This is an optimization exercise on Yosys and OpenROAD, whose aim is a short achievable clock period and few clock cycles per item, not a production implementation.
No run shown here included a check of the RTL's function; only the layout flow was run.
Power and IR drop assume default switching activity.

**design/flow/run.sh**
```bash
#!/bin/bash
# synth_recipe.tcl (not shown) runs the flow's synth.tcl, then flattens the netlist and writes it again
# the make line also repeats each setting of config.mk as NAME=value (left out here)
make -C /OpenROAD-flow-scripts/flow DESIGN_CONFIG=/design/flow/config.mk WORK_HOME=/design/flow/orfs CLKGATE_MAP_FILE= SYNTH_SCRIPT=/design/flow/synth_recipe.tcl finish
```
**design/flow/config.mk**
```make
export PLATFORM = sky130hd
export DESIGN_NAME = modbus_rtu_register_slave
export DESIGN_NICKNAME = modbus_rtu_register_slave
export VERILOG_FILES = /design/flow/design.v
export SDC_FILE = /design/flow/constraint.sdc
export NUM_CORES = 4
export LEC_CHECK = 0
export ABC_CLOCK_PERIOD_IN_PS = 2500
export CAP_MARGIN = 20
export CORE_MARGIN = 2
export CORE_UTILIZATION = 50
export SETUP_SLACK_MARGIN = 3.0
export SLEW_MARGIN = 20
export TNS_END_PERCENT = 10
```
**design/flow/constraint.sdc**
```tcl
create_clock -name core_clock -period 5.5 [get_ports {i_clk}]
set_input_delay 1.1000 -clock core_clock [delete_from_list [all_inputs] [get_ports {i_clk}]]
set_output_delay 1.1000 -clock core_clock [all_outputs]
set_load 0.01 [all_outputs]
```
**design/flow/design.v**
```verilog
package mbrs_pkg;
    localparam logic [1:0] OP_RX_BYTE = 2'd0;
    localparam logic [1:0] OP_HOST_RD = 2'd1;
    localparam logic [1:0] OP_HOST_WR = 2'd2;
    localparam logic [7:0] FN_READ_REGS  = 8'h03;
    localparam logic [7:0] FN_WRITE_REGS = 8'h10;
    localparam logic [7:0] FN_EXC_FLAG   = 8'h80;
    localparam logic [7:0] EXC_ILLEGAL_FUNC  = 8'h01;
    localparam logic [7:0] EXC_ILLEGAL_ADDR  = 8'h02;
    localparam logic [7:0] EXC_ILLEGAL_VALUE = 8'h03;
    localparam logic [7:0]  BCAST_ADDR   = 8'h00;
    localparam logic [7:0]  SID_RESET    = 8'h01;
    localparam logic [15:0] CRC_INIT     = 16'hFFFF;
    localparam logic [15:0] CRC_POLY     = 16'hA001;
    localparam int          MIN_FRAME    = 8;
    localparam int          WR_DATA_OFS  = 7;
    localparam int          WR_OVERHEAD  = 9;
    localparam int          HDR_BYTES    = 7;
    localparam int          EXC_BYTES    = 3;
    localparam int          ECHO_BYTES   = 6;
    localparam int          QDEPTH       = 12;
    localparam int          SHADOWS      = 4;
    localparam logic KIND_TX   = 1'b0;
    localparam logic KIND_HOST = 1'b1;
endpackage
module mbrs_crc (
    input  logic [15:0] i_crc,
    input  logic [7:0]  i_data,
    output logic [15:0] o_crc
);
    logic [7:0] w_t;
    assign w_t = i_crc[7:0] ^ i_data;
    assign o_crc[0]  = i_crc[8] ^ (^w_t);
    assign o_crc[1]  = i_crc[9];
    assign o_crc[2]  = i_crc[10];
    assign o_crc[3]  = i_crc[11];
    assign o_crc[4]  = i_crc[12];
    assign o_crc[5]  = i_crc[13];
    assign o_crc[6]  = i_crc[14] ^ w_t[0];
    assign o_crc[7]  = i_crc[15] ^ w_t[0] ^ w_t[1];
    assign o_crc[8]  = w_t[1] ^ w_t[2];
    assign o_crc[9]  = w_t[2] ^ w_t[3];
    assign o_crc[10] = w_t[3] ^ w_t[4];
    assign o_crc[11] = w_t[4] ^ w_t[5];
    assign o_crc[12] = w_t[5] ^ w_t[6];
    assign o_crc[13] = w_t[6] ^ w_t[7];
    assign o_crc[14] = ^w_t[6:0];
    assign o_crc[15] = ^w_t;
endmodule
module modbus_rtu_register_slave #(
    parameter int FRAME_BYTES = 64,
    parameter int REG_COUNT   = 16
) (
    input  logic        i_clk,
    input  logic        i_rst_n,
    input  logic        i_cfg_wr_en,
    input  logic [7:0]  i_cfg_wr_data,
    input  logic        i_valid,
    output logic        o_ready,
    input  logic [1:0]  i_func,
    input  logic [7:0]  i_rx_byte,
    input  logic        i_frame_end,
    input  logic [3:0]  i_host_index,
    input  logic [15:0] i_host_value,
    output logic        o_valid,
    input  logic        i_ready,
    output logic        o_kind,
    output logic [7:0]  o_tx_byte,
    output logic        o_last,
    output logic [15:0] o_read_value
);
    localparam int LW = $clog2(FRAME_BYTES + 1);
    localparam int RW = $clog2(REG_COUNT);
    localparam int QD = mbrs_pkg::QDEPTH;
    localparam int QW = $clog2(QD + 1);
    localparam int NS = mbrs_pkg::SHADOWS;
    logic [7:0] r_sid;
    always_ff @(posedge i_clk) begin
        if (!i_rst_n) begin
            r_sid <= mbrs_pkg::SID_RESET;
        end else if (i_cfg_wr_en) begin
            r_sid <= i_cfg_wr_data;
        end
    end
    logic        r_ready;
    logic        a_vld;
    logic [1:0]  a_func;
    logic [7:0]  a_byte;
    logic        a_end;
    logic [3:0]  a_idx;
    logic [15:0] a_val;
    always_ff @(posedge i_clk) begin
        a_vld  <= i_rst_n && i_valid && r_ready;
        a_func <= i_func;
        a_byte <= i_rx_byte;
        a_end  <= i_frame_end;
        a_idx  <= i_host_index;
        a_val  <= i_host_value;
    end
    logic [LW-1:0]  f_len;
    logic [15:0]    f_crc;
    logic [7:0]     f_hdr [mbrs_pkg::HDR_BYTES];
    logic           f_aok;
    logic           f_wr;
    logic           f_dat;
    logic           f_hi;
    logic [REG_COUNT-1:0] f_woh;
    logic [NS-1:0]  f_sel;
    logic [15:0]    f_sh [NS][REG_COUNT];
    logic          w_rx;
    logic          w_store;
    logic [15:0]   w_crc_nx;
    logic [LW-1:0] w_len_fin;
    logic [15:0]   w_crc_fin;
    assign w_rx      = a_vld && (a_func == mbrs_pkg::OP_RX_BYTE);
    assign w_store   = w_rx && (f_len != LW'(FRAME_BYTES));
    assign w_len_fin = w_store ? (f_len + LW'(1)) : f_len;
    assign w_crc_fin = w_store ? w_crc_nx : f_crc;
    mbrs_crc u_rx_crc (
        .i_crc  (f_crc),
        .i_data (a_byte),
        .o_crc  (w_crc_nx)
    );
    always_ff @(posedge i_clk) begin
        if (!i_rst_n) begin
            f_len <= '0;
            f_crc <= mbrs_pkg::CRC_INIT;
        end else if (w_rx && a_end) begin
            f_len <= '0;
            f_crc <= mbrs_pkg::CRC_INIT;
        end else if (w_store) begin
            f_len <= f_len + LW'(1);
            f_crc <= w_crc_nx;
        end
    end
    always_ff @(posedge i_clk) begin
        if (w_store) begin
            for (int i = 0; i < mbrs_pkg::HDR_BYTES; i++) begin
                if (f_len == LW'(i)) begin
                    f_hdr[i] <= a_byte;
                end
            end
            if (f_len == LW'(0)) begin
                f_aok <= (a_byte == r_sid) || (a_byte == mbrs_pkg::BCAST_ADDR);
            end
            if (f_len == LW'(1)) begin
                f_wr <= (a_byte == mbrs_pkg::FN_WRITE_REGS);
            end
            if (f_len == LW'(3)) begin
                for (int i = 0; i < REG_COUNT; i++) begin
                    f_woh[i] <= (a_byte[3:0] == 4'(i));
                end
                f_hi <= 1'b1;
            end else if (f_dat) begin
                f_hi <= !f_hi;
                if (!f_hi) begin
                    f_woh <= {f_woh[REG_COUNT-2:0], 1'b0};
                end
            end
            for (int s = 0; s < NS; s++) begin
                for (int i = 0; i < REG_COUNT; i++) begin
                    if (f_sel[s] && f_dat && f_woh[i]) begin
                        if (f_hi) begin
                            f_sh[s][i][15:8] <= a_byte;
                        end else begin
                            f_sh[s][i][7:0] <= a_byte;
                        end
                    end
                end
            end
        end
    end
    always_ff @(posedge i_clk) begin
        if (!i_rst_n) begin
            f_dat <= 1'b0;
        end else if (w_rx && a_end) begin
            f_dat <= 1'b0;
        end else if (w_store) begin
            f_dat <= f_wr && (f_len >= LW'(mbrs_pkg::WR_DATA_OFS - 1));
        end
    end
    logic       h_bcast;
    logic       h_read;
    logic       h_write;
    logic       h_bad_start;
    logic       h_cnt_zero;
    logic       h_cnt_big;
    logic       h_sum_big;
    logic [3:0] h_s;
    logic [4:0] h_e;
    logic [7:0] h_fn;
    logic [7:0] h_b2;
    logic [4:0] h_c5;
    always_ff @(posedge i_clk) begin
        h_bcast     <= (f_hdr[0] == mbrs_pkg::BCAST_ADDR);
        h_read      <= (f_hdr[1] == mbrs_pkg::FN_READ_REGS);
        h_write     <= (f_hdr[1] == mbrs_pkg::FN_WRITE_REGS);
        h_bad_start <= (f_hdr[2] != 8'h00) || (f_hdr[3][7:4] != 4'h0);
        h_cnt_zero  <= ({f_hdr[4], f_hdr[5]} == 16'h0000);
        h_cnt_big   <= (f_hdr[4] != 8'h00) || (f_hdr[5][7:5] != 3'b000);
        h_sum_big   <= ({2'b00, f_hdr[3][3:0]} + {1'b0, f_hdr[5][4:0]}) > 6'(REG_COUNT);
        h_s         <= f_hdr[3][3:0];
        h_e         <= {1'b0, f_hdr[3][3:0]} + f_hdr[5][4:0];
        h_fn        <= f_hdr[1];
        h_b2        <= f_hdr[2];
        h_c5        <= f_hdr[5][4:0];
    end
    logic       w_bad_cnt;
    logic [7:0] w_code;
    assign w_bad_cnt = h_cnt_zero || h_cnt_big || h_sum_big;
    assign w_code    = (!h_read && !h_write) ? mbrs_pkg::EXC_ILLEGAL_FUNC
                     : h_bad_start         ? mbrs_pkg::EXC_ILLEGAL_ADDR
                     : w_bad_cnt           ? mbrs_pkg::EXC_ILLEGAL_VALUE
                     : 8'h00;
    logic       fl_bcast;
    logic       fl_write;
    logic       fl_commit;
    logic       fl_wlen_ok;
    logic       fl_rd;
    logic       fl_exc;
    logic [1:0] fl_code;
    logic [3:0] fl_s;
    logic [4:0] fl_c;
    logic [7:0] fl_fn;
    logic [REG_COUNT-1:0] fl_mask;
    always_ff @(posedge i_clk) begin
        fl_bcast   <= h_bcast;
        fl_write   <= h_write;
        fl_commit  <= h_write && (w_code == 8'h00);
        fl_wlen_ok <= (f_hdr[4] == 8'h00) && (f_hdr[5][7] == 1'b0)
                      && (f_hdr[6] == {f_hdr[5][6:0], 1'b0});
        fl_rd      <= h_read && (w_code == 8'h00);
        fl_exc     <= (w_code != 8'h00);
        fl_code    <= w_code[1:0];
        fl_s       <= h_s;
        fl_c       <= h_c5;
        fl_fn      <= h_fn;
        for (int i = 0; i < REG_COUNT; i++) begin
            fl_mask[i] <= (4'(i) >= h_s) && (5'(i) < h_e);
        end
    end
    logic        c_frame;
    logic        c_hrd;
    logic        c_hwr;
    logic        c_ok;
    logic        c_wlen;
    logic [3:0]  c_idx;
    logic [15:0] c_val;
    always_ff @(posedge i_clk) begin
        if (!i_rst_n) begin
            c_frame <= 1'b0;
            c_hrd   <= 1'b0;
            c_hwr   <= 1'b0;
        end else begin
            c_frame <= w_rx && a_end;
            c_hrd   <= a_vld && (a_func == mbrs_pkg::OP_HOST_RD);
            c_hwr   <= a_vld && (a_func == mbrs_pkg::OP_HOST_WR);
        end
        c_ok   <= (w_len_fin >= LW'(mbrs_pkg::MIN_FRAME)) && (w_len_fin != LW'(FRAME_BYTES))
                  && (w_crc_fin == 16'h0000);
        c_wlen <= (9'(f_hdr[6]) + 9'(mbrs_pkg::WR_OVERHEAD)) == 9'(w_len_fin);
        c_idx  <= a_idx;
        c_val  <= a_val;
    end
    logic w_acc;
    logic w_commit;
    logic w_push;
    assign w_acc    = c_frame && c_ok && f_aok && (!fl_write || (fl_wlen_ok && c_wlen));
    assign w_commit = w_acc && fl_commit;
    assign w_push   = (w_acc && (fl_commit || !fl_bcast)) || c_hrd || c_hwr;
    logic [NS-1:0] r_lock;
    logic [NS-1:0] w_unlock;
    always_ff @(posedge i_clk) begin
        if (!i_rst_n) begin
            f_sel  <= NS'(1);
            r_lock <= '0;
        end else begin
            if (w_commit) begin
                f_sel <= {f_sel[NS-2:0], f_sel[NS-1]};
            end
            r_lock <= (r_lock | (w_commit ? f_sel : '0)) & ~w_unlock;
        end
    end
    typedef struct packed {
        logic          emit;
        logic          exc;
        logic          rd;
        logic          cmt;
        logic          hrd;
        logic          hwr;
        logic [7:0]    a;
        logic [7:0]    f;
        logic [1:0]    code;
        logic [3:0]    s;
        logic [4:0]    c;
        logic [NS-1:0] sh;
        logic [REG_COUNT-1:0] mask;
    } t_ev;
    t_ev j_ev;
    always_comb begin
        j_ev.emit = c_frame && !fl_bcast;
        j_ev.exc  = fl_exc;
        j_ev.rd   = fl_rd;
        j_ev.cmt  = c_frame && fl_commit;
        j_ev.hrd  = c_hrd;
        j_ev.hwr  = c_hwr;
        j_ev.code = fl_code;
        j_ev.c    = fl_c;
        j_ev.sh   = f_sel;
        j_ev.mask = fl_mask;
        if (c_frame) begin
            j_ev.a = f_hdr[0];
            j_ev.f = fl_fn;
            j_ev.s = fl_s;
        end else begin
            j_ev.a = c_val[15:8];
            j_ev.f = c_val[7:0];
            j_ev.s = c_idx;
        end
    end
    t_ev           q_ev [QD];
    logic [QD-1:0] q_wr;
    logic [QD-1:0] q_rd;
    logic [QW-1:0] q_cnt;
    logic          q_empty;
    logic w_free;
    logic w_rpop;
    logic w_byp;
    logic w_qpush;
    logic w_exec;
    assign w_rpop  = w_free && !q_empty;
    assign w_byp   = w_free && q_empty && w_push && !j_ev.cmt && !j_ev.hwr;
    assign w_qpush = w_push && !w_byp;
    assign w_exec  = w_rpop || w_byp;
    always_ff @(posedge i_clk) begin
        if (!i_rst_n) begin
            q_cnt   <= '0;
            q_empty <= 1'b1;
            q_wr    <= QD'(1);
            q_rd    <= QD'(1);
        end else begin
            q_cnt   <= q_cnt + QW'(w_qpush) - QW'(w_rpop);
            q_empty <= (q_cnt == QW'(w_rpop)) && !w_qpush;
            if (w_qpush) begin
                q_wr <= {q_wr[QD-2:0], q_wr[QD-1]};
            end
            if (w_rpop) begin
                q_rd <= {q_rd[QD-2:0], q_rd[QD-1]};
            end
        end
    end
    always_ff @(posedge i_clk) begin
        for (int i = 0; i < QD; i++) begin
            if (q_wr[i] && (q_cnt != QW'(QD))) begin
                q_ev[i] <= j_ev;
            end
        end
    end
    t_ev r_ev;
    t_ev h_ev;
    always_comb begin
        r_ev = '0;
        for (int i = 0; i < QD; i++) begin
            if (q_rd[i]) begin
                r_ev = r_ev | q_ev[i];
            end
        end
        h_ev = q_empty ? j_ev : r_ev;
    end
    logic       w_pot_a;
    logic       w_pot_in;
    logic [1:0] w_base;
    logic       w_fit_m;
    logic       w_fit_0;
    logic       w_fit_p;
    logic       w_shwait;
    assign w_pot_a  = a_vld && ((a_func == mbrs_pkg::OP_HOST_RD)
                                || (a_func == mbrs_pkg::OP_HOST_WR)
                                || ((a_func == mbrs_pkg::OP_RX_BYTE) && a_end));
    assign w_pot_in = i_valid && r_ready && ((i_func == mbrs_pkg::OP_HOST_RD)
                                || (i_func == mbrs_pkg::OP_HOST_WR)
                                || ((i_func == mbrs_pkg::OP_RX_BYTE) && i_frame_end));
    assign w_base   = 2'(w_pot_a) + 2'(w_pot_in);
    assign w_fit_m  = (int'(q_cnt) + int'(w_base) <= QD);
    assign w_fit_0  = (int'(q_cnt) + int'(w_base) <= QD - 1);
    assign w_fit_p  = (int'(q_cnt) + int'(w_base) <= QD - 2);
    assign w_shwait = ((r_lock & f_sel) != '0) && f_wr && (f_len >= LW'(4));
    always_ff @(posedge i_clk) begin
        if (!i_rst_n) begin
            r_ready <= 1'b1;
        end else if (w_qpush && !w_rpop) begin
            r_ready <= w_fit_p && !w_shwait;
        end else if (w_rpop && !w_qpush) begin
            r_ready <= w_fit_m && !w_shwait;
        end else begin
            r_ready <= w_fit_0 && !w_shwait;
        end
    end
    logic [REG_COUNT-1:0][15:0] r_mem;
    logic [REG_COUNT-1:0][15:0] w_shd;
    always_comb begin
        w_shd = '0;
        for (int s = 0; s < NS; s++) begin
            if (r_ev.sh[s]) begin
                for (int i = 0; i < REG_COUNT; i++) begin
                    w_shd[i] = w_shd[i] | f_sh[s][i];
                end
            end
        end
    end
    assign w_unlock = (w_rpop && r_ev.cmt) ? r_ev.sh : '0;
    always_ff @(posedge i_clk) begin
        for (int i = 0; i < REG_COUNT; i++) begin
            if (!i_rst_n) begin
                r_mem[i] <= 16'h0000;
            end else if (w_rpop && r_ev.cmt && r_ev.mask[i]) begin
                r_mem[i] <= w_shd[i];
            end else if (w_rpop && r_ev.hwr && (r_ev.s == RW'(i))) begin
                r_mem[i] <= {r_ev.a, r_ev.f};
            end
        end
    end
    logic            e_busy;
    logic            e_host;
    logic [5:0][7:0] e_h;
    logic [2:0]      e_hn;
    logic [5:0]      e_n;
    logic            e_last;
    logic [RW-1:0]   e_p;
    logic [RW-1:0]   e_pn;
    logic            e_lo;
    logic [15:0]     e_w;
    logic [15:0]     e_w2;
    logic        b_vld;
    logic        b_host;
    logic        b_last;
    logic [7:0]  b_byte;
    logic [15:0] b_val;
    logic [1:0]  b_ph;
    logic [15:0] b_crc;
    logic [15:0] w_bcrc_nx;
    logic        s_vld;
    logic        w_go;
    logic        w_take;
    logic        w_fin;
    logic [7:0]  w_b1;
    assign w_go   = !s_vld;
    assign w_take = e_busy && (!b_vld || (w_go && (b_ph == 2'd0)));
    assign w_fin  = w_take && (e_host || e_last);
    assign w_free = !e_busy || w_fin;
    assign w_b1   = (e_hn != 3'd0) ? e_h[0] : (e_lo ? e_w[7:0] : e_w[15:8]);
    always_ff @(posedge i_clk) begin
        if (!i_rst_n) begin
            e_busy <= 1'b0;
        end else begin
            e_busy <= (w_exec && (h_ev.emit || h_ev.hrd)) || (e_busy && !w_fin);
        end
    end
    always_ff @(posedge i_clk) begin
        e_w2 <= r_mem[e_pn];
        if (w_free) begin
            e_h[0] <= h_ev.a;
            e_h[1] <= h_ev.exc ? (h_ev.f | mbrs_pkg::FN_EXC_FLAG) : h_ev.f;
            e_h[2] <= h_ev.exc ? {6'h00, h_ev.code} : h_ev.rd ? {2'b00, h_ev.c, 1'b0} : 8'h00;
            e_h[3] <= {4'h0, h_ev.s};
            e_h[4] <= 8'h00;
            e_h[5] <= {3'b000, h_ev.c};
            e_hn   <= (h_ev.exc || h_ev.rd) ? 3'd3 : 3'd6;
            e_n    <= h_ev.exc ? 6'(mbrs_pkg::EXC_BYTES)
                    : h_ev.rd  ? 6'(mbrs_pkg::EXC_BYTES) + {h_ev.c, 1'b0}
                    : 6'(mbrs_pkg::ECHO_BYTES);
            e_host <= h_ev.hrd;
            e_last <= 1'b0;
            e_p    <= h_ev.s[RW-1:0];
            e_pn   <= h_ev.s[RW-1:0] + RW'(1);
            e_lo   <= 1'b0;
        end else begin
            if (e_hn != 3'd0) begin
                e_w <= r_mem[e_p];
            end
            if (w_take) begin
                e_n    <= e_n - 6'd1;
                e_last <= (e_n == 6'd2);
                if (e_hn != 3'd0) begin
                    e_h  <= {8'h00, e_h[5:1]};
                    e_hn <= e_hn - 3'd1;
                end else begin
                    e_lo <= !e_lo;
                    if (e_lo) begin
                        e_p  <= e_pn;
                        e_pn <= e_pn + RW'(1);
                        e_w  <= e_w2;
                    end
                end
            end
        end
    end
    mbrs_crc u_tx_crc (
        .i_crc  (b_crc),
        .i_data (b_byte),
        .o_crc  (w_bcrc_nx)
    );
    always_ff @(posedge i_clk) begin
        if (!i_rst_n) begin
            b_vld <= 1'b0;
            b_ph  <= 2'd0;
            b_crc <= mbrs_pkg::CRC_INIT;
        end else begin
            if (w_take) begin
                b_vld <= 1'b1;
            end else if (w_go && (b_ph == 2'd0)) begin
                b_vld <= 1'b0;
            end
            if (w_go) begin
                if (b_ph == 2'd1) begin
                    b_ph <= 2'd2;
                end else if (b_ph == 2'd2) begin
                    b_ph  <= 2'd0;
                    b_crc <= mbrs_pkg::CRC_INIT;
                end else if (b_vld && !b_host) begin
                    b_crc <= w_bcrc_nx;
                    if (b_last) begin
                        b_ph <= 2'd1;
                    end
                end
            end
        end
    end
    always_ff @(posedge i_clk) begin
        if (w_take) begin
            b_byte <= w_b1;
            b_host <= e_host;
            b_last <= e_last && !e_host;
            b_val  <= r_mem[e_p];
        end
    end
    logic        w_vld;
    logic        w_kind;
    logic [7:0]  w_tx;
    logic        w_last;
    logic [15:0] w_val;
    always_comb begin
        w_vld  = w_go && ((b_ph != 2'd0) || b_vld);
        w_kind = 1'b0;
        w_last = 1'b0;
        w_val  = 16'h0000;
        if (b_ph == 2'd1) begin
            w_tx = b_crc[7:0];
        end else if (b_ph == 2'd2) begin
            w_tx   = b_crc[15:8];
            w_last = 1'b1;
        end else if (b_host) begin
            w_tx   = 8'h00;
            w_kind = 1'b1;
            w_last = 1'b1;
            w_val  = b_val;
        end else begin
            w_tx = b_byte;
        end
    end
    logic        r_ovalid;
    logic        r_okind;
    logic [7:0]  r_otx;
    logic        r_olast;
    logic [15:0] r_oval;
    logic        s_kind;
    logic [7:0]  s_tx;
    logic        s_last;
    logic [15:0] s_val;
    always_ff @(posedge i_clk) begin
        if (!i_rst_n) begin
            r_ovalid <= 1'b0;
            s_vld    <= 1'b0;
        end else if (!r_ovalid || i_ready) begin
            if (s_vld) begin
                r_ovalid <= 1'b1;
                s_vld    <= 1'b0;
            end else begin
                r_ovalid <= w_vld;
            end
        end else if (w_vld) begin
            s_vld <= 1'b1;
        end
    end
    always_ff @(posedge i_clk) begin
        if (!r_ovalid || i_ready) begin
            if (s_vld) begin
                r_okind <= s_kind;
                r_otx   <= s_tx;
                r_olast <= s_last;
                r_oval  <= s_val;
            end else begin
                r_okind <= w_kind;
                r_otx   <= w_tx;
                r_olast <= w_last;
                r_oval  <= w_val;
            end
        end else if (w_vld) begin
            s_kind <= w_kind;
            s_tx   <= w_tx;
            s_last <= w_last;
            s_val  <= w_val;
        end
    end
    assign o_ready      = r_ready;
    assign o_valid      = r_ovalid;
    assign o_kind       = r_okind;
    assign o_tx_byte    = r_otx;
    assign o_last       = r_olast;
    assign o_read_value = r_oval;
endmodule
```
==> results of run 1 <==
routing by layer:
layer	track usage	vias to the layer above	share of wire
met1	0.259	3596	0.47
li1	-	3857	-
met2	0.311	122	0.48
met4	0.0463	0	0.018
met5	0	-	0
met3	0.0277	39	0.029
registers in the layout, summed over array words and instances, names as in the netlist, 7 cells and up:
signal / flops
f_crc: 16
h_fn: 8
s_tx: 8
b_crc: 16
e_w: 16
a_byte: 8
b_byte: 8
f_hdr: 56
fl_fn: 8
e_h: 37
c_val: 16
r_sid: 8
f_len: 7
a_val: 16
r_otx: 8
layout by cell type (no fill, tap or decap), types with 20 or more instances in the layout:
cell type / netlist / layout
dfxtp_1: 181 / 178
edfxtp_1: 145 / 145
nand2_1: 123 / 120
nor2_1: 75 / 74
clkdlybuf4s50_1: 0 / 50
nand3_1: 48 / 48
xnor2_1: 46 / 46
o21ai_0: 38 / 36
clkbuf_16: 0 / 35
mux2i_1: 34 / 34
xor2_1: 34 / 34
and2_1: 28 / 27
mux2_2: 27 / 27
ha_1: 32 / 26
inv_1: 30 / 25
a21oi_1: 22 / 20
buf_4: 16 / 20
worst reg2reg max path: cells and delay by family (launching register included):
| family | cells | cell delay [ps] |
|---|---|---|
| AOI/OAI and AO/OA | 2 | 330 |
| adders and majority gates | 3 | 820 |
| buffers and inverters | 4 | 430 |
| DFF | 1 | 420 |
| and+or+nand+nor | 3 | 350 |
kinds of logic (layout without fill, tap and decap cells):
kind of cell    after synthesis  in the layout  synth area share
simple gates                358            358             0.134
flops                       326            326             0.626
compound gates              112            112            0.0547
xor+xnor                     87             87            0.0664
buf+inv                      87            176            0.0310
mux                          61             61            0.0506
fa+ha+maj                    36             36            0.0369
other cells                   1             16          0.000294
final cells by class:
cell class | instances | area, µm² | share of cell area
clock buffer | 52 | 1020 | 0.0676
timing repair inverter | 1 | 5.00 | 0.000333
timing repair buffer | 80 | 832 | 0.0553
multi-input combinational | 670 | 4560 | 0.303
tap | 330 | 413 | 0.0274
clock inverter | 10 | 92.6 | 0.00615
sequential | 326 | 7980 | 0.530
inverter | 33 | 148 | 0.00981
per-stage QoR:
step | utilization | setup WS [ps] | power, mW
2_1_floorplan | - | 2700 | 3.10
3_3_place_gp | 0.545 | 1940 | 3.23
3_5_place_dp | 0.545 | 1890 | 3.23
4_1_cts | 0.594 | 2840 | 5.48
5_1_grt | 0.599 | 2840 | 5.67
6_report | 0.599 | 2940 | 5.45
worst paths after layout:
kind / end / slack, ps / depth (start not counted) / startpoint
max: r_ready$_SDFF_PN1_ / 2940 / 12 / i_func[1]
min: fl_bcast$_DFF_P_ / 320 / 0 / h_bcast$_DFF_P_
max reg2reg: q_cnt[1]$_SDFF_PN0_ / 3050 / 12 / s_vld$_SDFFE_PP0P_
min reg2reg: fl_bcast$_DFF_P_ / 320 / 0 / h_bcast$_DFF_P_
what timing repair did:
item | CTS | global route
setup endpoints to repair | 136 | 78
gates cloned | 3 | 0
hold buffers | 0 | 0
buffers inserted | 1 | 7
gates resized for setup | 14 | 34
pin swaps | 5 | 13
power by group through the flow:
stage	registers, mW	clock network, mW	logic [mW]
floorplan	2.75	0	0.351
global placement	2.76	0	0.462
detailed placement	2.76	0	0.469
CTS	2.71	2.29	0.478
global route	2.73	2.39	0.554
finish	2.71	2.24	0.494
==> results.toml, run 1 <==
[timing]
finalSetupViolCount = 0
setup_tns_ps = 0
worst_pin_slew_ps = 986
fin_crit_sh = 0.466
hold_viol = 0
fin_crit_ps = 2560
skew_ps = 18.3
relSlewSlack = 0.343
slew_violations = 0
rsz0062_at_grt = "true"
max_freq_mhz = 390
whs_ps = 324

[die]
rows = 58
die-height_um = 164
core_area_um2 = 25100
io_pins = 72
dieArea_um2 = 26800
start_util = 0.507
die_w_um = 164

[placed_design]
gp_congestion = 0.796
dpl_cell_area_um2 = 13700
place_inst = 1429
dp_hpwl_mm = 16.2
port-buffer-count = 55

[pwr]
p_leak_nw = 5.82
pwr-share-comb = 0.091
ir_drop_mv = 0.246
power_density_nw_per_um2 = 362
swShare = 0.225
pwr-share-seq = 0.498
clockPowerShare = 0.411
p_switching_mw = 1.23
p_int_mw = 4.22

[outcome]
status = "no timing/DRC/antenna violations"

[worst_hold_path]
worstHoldPathType = "reg2reg"

[clock_tree]
cts.reportedPaths.clkPinSlew_ps = 60
max-clock-path-buffers = 3
clkLatencyLatePin_ps = 510
cts_buffers = 34
tritoncts = "done"
root_buffer = "clkbuf_16"
cts_max_level = 2
cts.sinks = 326

[setup_path]
path_common_cell = "ha_4"
criticalPathCategory = "in2reg"
critical-path-max-stage-delay_ps = 390
cp-start-kind = "primary input"
path_cells = "buf_12 -> inv_12 -> ha_4 -> a21oi_2 -> nor2_2 -> fa_2 -> ha_4 -> nor4b_4 -> nor3_1 -> o21ai_1 -> o311ai_2 -> nand2_1"
path_delay_family = "adder cells"
cp_max_fo = 2
cp.arrival_ps = 3010
required_ps = 5940
critPathCaptureType = "flip-flop"
cp_num_buf_inv = 2
slowest_stage = "fa_2"

[synthesis]
async_reset_ff_frac = 0
avgSynthCellArea_um2 = 11.9
synth_edf_count = 145
yosys.area.top_type = "edfxtp_1"
synth_cell_types = 60
synth.most_common_cell = "dfxtp_1"
synth_cells = 1068
synth_top_cell_area_share = 0.342
synth_commonest_cells = "dfxtp_1, edfxtp_1, nand2_1"
ys.flop_type = "dfxtp_1"
syn-cell-area_um2 = 12700
ys_seq_elements = 326
synth_warnings = 3
yosysSeqAreaShare = 0.626
ys_top_cells_by_area = "edfxtp_1, dfxtp_1, nand2_1"

[global_route]
antenna_found_initial = 0
grt-ovfl-total = 0
grt_pass1_vias = 7340
grt_max_degree = 36
grt_pass1_wl_mm = 39.2
track_usage = 0.187

[drt]
viasPerCell = 5.07
routedWlPerCell_um = 16.5
drtIter0Drc = 491
routed_wl_mm = 24.8
ant_nets = 0
vias = 7614
drcViolationCount = 0
first_pass_iters = 7

[flow_run]
max_cap_violations = 0

[layout]
antenna_cells = 0
areaGrowthSynthToFinish_pct = 18.1
fillers = 2058
fin_area_um2 = 15100
layout.nets = 1225
instances_no_fill = 1502
layout-drive-gt1-share = 0.125
==> run 2, diff against run 1 <==
--- a/design/flow/design.v
+++ b/design/flow/design.v
@@ -298,4 +298,5 @@
     } t_ev;
     t_ev j_ev;
+    localparam int EVW = 33 + NS + REG_COUNT;
     always_comb begin
         j_ev.emit = c_frame && !fl_bcast;
@@ -319,5 +320,5 @@
         end
     end
-    t_ev           q_ev [QD];
+    logic [EVW-1:0] q_ev [QD];
     logic [QD-1:0] q_wr;
     logic [QD-1:0] q_rd;
@@ -370,8 +371,6 @@
     logic       w_pot_a;
     logic       w_pot_in;
-    logic [1:0] w_base;
-    logic       w_fit_m;
-    logic       w_fit_0;
-    logic       w_fit_p;
+    logic [4:0] w_le;
+    logic [2:0] w_fit;
     logic       w_shwait;
     assign w_pot_a  = a_vld && ((a_func == mbrs_pkg::OP_HOST_RD)
@@ -381,18 +380,28 @@
                                 || (i_func == mbrs_pkg::OP_HOST_WR)
                                 || ((i_func == mbrs_pkg::OP_RX_BYTE) && i_frame_end));
-    assign w_base   = 2'(w_pot_a) + 2'(w_pot_in);
-    assign w_fit_m  = (int'(q_cnt) + int'(w_base) <= QD);
-    assign w_fit_0  = (int'(q_cnt) + int'(w_base) <= QD - 1);
-    assign w_fit_p  = (int'(q_cnt) + int'(w_base) <= QD - 2);
     assign w_shwait = ((r_lock & f_sel) != '0) && f_wr && (f_len >= LW'(4));
+    always_comb begin
+        for (int k = 0; k < 5; k++) begin
+            w_le[k] = (int'(q_cnt) <= QD - k);
+        end
+        for (int u = 0; u < 3; u++) begin
+            if (w_pot_a && w_pot_in) begin
+                w_fit[u] = w_le[u + 2];
+            end else if (w_pot_a || w_pot_in) begin
+                w_fit[u] = w_le[u + 1];
+            end else begin
+                w_fit[u] = w_le[u];
+            end
+        end
+    end
     always_ff @(posedge i_clk) begin
         if (!i_rst_n) begin
             r_ready <= 1'b1;
         end else if (w_qpush && !w_rpop) begin
-            r_ready <= w_fit_p && !w_shwait;
+            r_ready <= w_fit[2] && !w_shwait;
         end else if (w_rpop && !w_qpush) begin
-            r_ready <= w_fit_m && !w_shwait;
+            r_ready <= w_fit[0] && !w_shwait;
         end else begin
-            r_ready <= w_fit_0 && !w_shwait;
+            r_ready <= w_fit[1] && !w_shwait;
         end
     end
--- a/design/flow/config.mk
+++ b/design/flow/config.mk
@@ -10,4 +10,6 @@
 export CORE_MARGIN = 2
 export CORE_UTILIZATION = 50
+export CTS_CLUSTER_DIAMETER = 100
+export CTS_CLUSTER_SIZE = 25
 export SETUP_SLACK_MARGIN = 3.0
 export SLEW_MARGIN = 20
==> run 2 against run 1 <==
Register-to-register slack lost 400 ps. Via count grew to 7.7 times the previous value. Clock power grew to 4.2 times the previous value. Non-clock buffer count grew 499. Design area grew to 7.0 times the previous value. Global-route usage grew 13 points. Combinational power grew to 24 times the previous value. First-iteration DRC count grew to 19 times the previous value. Critical path depth grew 1. Setup slack lost 290 ps. Sequential cell count grew 2051.
==> results.toml, run 2 <==
[global_route]
track_usage = 0.322
grt_pass1_vias = 54900
grt_max_degree = 79
grt_pass1_wl_mm = 426
antenna_found_initial = 34
grt-ovfl-total = 0

[setup_path]
slowest_stage = "or3_4"
path_common_cell = "buf_6"
criticalPathCategory = "reg2reg"
path_delay_family = "buffers and inverters"
r2r_start = "q_rd[2]$_SDFFE_PN0P_"
cp_max_fo = 8
critical-path-max-stage-delay_ps = 450
cp.arrival_ps = 3570
cp-start-kind = "flip-flop"
required_ps = 6220
cp-startpoint = "q_rd[2]$_SDFFE_PN0P_"
critPathCaptureType = "flip-flop"
cp_num_buf_inv = 7
path_cells = "buf_6 -> buf_6 -> a22oi_2 -> nand2_1 -> or3_4 -> buf_6 -> nand4_1 -> buf_12 -> buf_12 -> nor3_4 -> buf_6 -> clkbuf_16 -> a221o_1"

[flow_run]
max_cap_violations = 0

[synthesis]
yosysSeqAreaShare = 0.723
ys.flop_type = "edfxtp_1"
synth_edf_count = 1878
ys_seq_elements = 2377
synth_cells = 5915
synth-xor-area-share = 0.00939
synth_warnings = 4
synth.most_common_cell = "edfxtp_1"
syn-cell-area_um2 = 91800
async_reset_ff_frac = 0
synthAdderAreaFrac = 0.00493
synth_compound_area_frac = 0.138
yosys.area.top_type = "edfxtp_1"
ys_top_cells_by_area = "edfxtp_1, dfxtp_1, a22oi_1"
synth_top_family_by_area = "compound AO/OA/AOI/OAI gates"
synth.area.mux_share = 0.0514
synth-simple-area-share = 0.0505
synth_cell_types = 73
avgSynthCellArea_um2 = 15.5
synth_top_cell_area_share = 0.614
synth_commonest_cells = "edfxtp_1, dfxtp_1, a22oi_1"

[layout]
seq_area_um2 = 66500
final_cell_mix = "edfxtp_1, dfxtp_1, a22oi_1"
layout-drive-gt1-share = 0.192
reg_top3 = "f_sh (1024), q_ev (636), r_mem (256)"
regMostFlops = "f_sh"
layout.nets = 6279
layout_commonest_cell = "edfxtp_1"
fillers = 14000
multi_input_area_um2 = 25100
fin_area_um2 = 106000
areaGrowthSynthToFinish_pct = 14.9
largest_reg_flops = 1024

[clock_tree]
cts.sinks = 2377
tritoncts = "done"
cts_max_level = 3
root_buffer = "clkbuf_16"
clkLatencyLatePin_ps = 830
max-clock-path-buffers = 3
cts.reportedPaths.clkPinSlew_ps = 100
cts_buffers = 106

[drt]
routedWlPerCell_um = 35.4
first_pass_iters = 8
wl_met3_mm = 35.4
viasPerCell = 6.79
top_layer_used = "met5"
drtIter0Drc = 9216
wl_met2_mm = 135
routed_wl_mm = 308
drcViolationCount = 0
ant_nets = 0
vias = 59000
met1_length_mm = 122

[placed_design]
dpl_cell_area_um2 = 95700
dp_hpwl_mm = 181
port-buffer-count = 71
gp_congestion = 0.934

[timing]
worst_pin_slew_ps = 1240
skew_ps = 58.7
finalSetupViolCount = 0
whs_ps = 312
relSlewSlack = 0.177
hold_viol = 0
fin_crit_ps = 2850
slew_violations = 0
rsz0062_at_grt = "true"
setup_tns_ps = 0
max_freq_mhz = 351
fin_crit_sh = 0.518

[worst_hold_path]
worstHoldPathType = "reg2reg"
hp-start = "a_idx[2]$_DFF_P_"

[pwr]
p_leak_nw = 35.2
ir_drop_mv = 0.379
power_density_nw_per_um2 = 395

[outcome]
status = "no timing/DRC/antenna violations"

[die]
start_util = 0.503
die_w_um = 433
rows = 157
io_pins = 72
core_area_um2 = 183000
dieArea_um2 = 187000
die-height_um = 433
==> run 2: changes by cell type after synthesis, moves of 103 or more <==
cell / delta
edfxtp_1: +1733
a22oi_1: +484
dfxtp_1: +318
clkbuf_1: +256
a22o_1: +249
nand2_1: +182
a21oi_1: +173
mux4_2: +160
nor2_1: +122
a221o_1: +110
o21ai_0: +103
==> run 2: routing by layer <==
metal	vias to the layer above	GRT usage
li1	24200	-
met1	30300	0.466
met2	3786	0.482
met3	626	0.0645
met4	10	0.124
met5	-	0
==> run 2: worst paths after layout <==
path | to | slack, ps | cells after the start
hold reg to reg | c_idx[2]$_DFF_P_ | 310 | 0
setup reg to reg | r_mem[150]$_SDFFE_PN0P_ | 2650 | 13
hold / removal | c_idx[2]$_DFF_P_ | 310 | 0
setup / recovery | r_mem[150]$_SDFFE_PN0P_ | 2650 | 13
==> run 2: worst reg2reg max path, cell delays in order (launching register included) <==
cell	delay, ps
dfxtp_4	410
buf_6	150
buf_6	120
a22oi_2	170
nand2_1	100
or3_4	450
buf_6	140
nand4_1	170
buf_12	180
buf_12	150
nor3_4	50
buf_6	160
clkbuf_16	160
a221o_1	320
==> run 2: final cells by class <==
type                       count  area share
clock buffer                 189      0.0283
inverter                     118     0.00440
timing repair buffer         579      0.0693
clock inverter                12     0.00168
sequential                  2377       0.630
tap                         2385      0.0283
multi-input combinational   3018       0.238
antenna                       14    0.000332
==> run 2: what timing repair did <==
item,CTS,global route
endpoints found under the setup margin,1848,1891
hold buffers,0,0
cloned,63,10
setup buffers,242,22
resized for setup,557,109
pin swaps,153,18
==> run 2: through the flow <==
| step | setup WS [ps] | cells | util | power [mW] |
|---|---|---|---|---|
| 2_1_floorplan | 2570 | 5915 | - | 25.7 |
| 3_3_place_gp | 1350 | 8140 | 0.524 | 29.4 |
| 3_5_place_dp | 1360 | 8140 | 0.524 | 29.4 |
| 4_1_cts | 2710 | 8646 | 0.574 | 41.3 |
| 5_1_grt | 2640 | 8679 | 0.577 | 42.6 |
| 6_report | 2650 | 8692 | 0.578 | 41.7 |
==> run 2: kinds of logic after synthesis <==
logic type | count (synthesis)
AOI/OAI and AO/OA | 1668
DFF | 2377
adders and majority gates | 35
muxes | 266
and+or+nand+nor | 947
buffers and inverters | 535
xor gates and xnor gates | 87
==> run 2: power by group <==
| part | switching, mW | internal (mW) |
|---|---|---|
| clock network | 5.68 | 3.77 |
| registers | 0.502 | 20.0 |
| logic | 7.17 | 4.57 |

==> what the ideal ports hide <==
In the flow no input, the clock included, has a driving cell. The finished layouts below were timed again as built, in two steps.
Step 1, drivers: a clkbuf_16 drives i_clk and a buf_2 each remaining input, both assumed.
Step 2 times the ports against the registers' clock, not the clock port: input delays grow and output delays shrink by t, the midpoint of the rising clock arrivals with the driver on.
Three values: no drivers, after step 1, after step 2; two values: the first two.
run | t, ns | setup WS [ns] | worst setup path after step 2 | clock arrival spread, ns
run 1 | 0.546 | 2.937 / 2.915 / 2.369 | input to register | 0.019 / 0.019
run 2 | 0.883 | 2.650 / 2.650 / 2.129 | input to register | 0.064 / 0.064
After both steps every run listed still meets setup and hold. For run 1, which loses most, drivers alone change the setup slack by -0.022 ns; drivers and shift together by -0.568 ns.
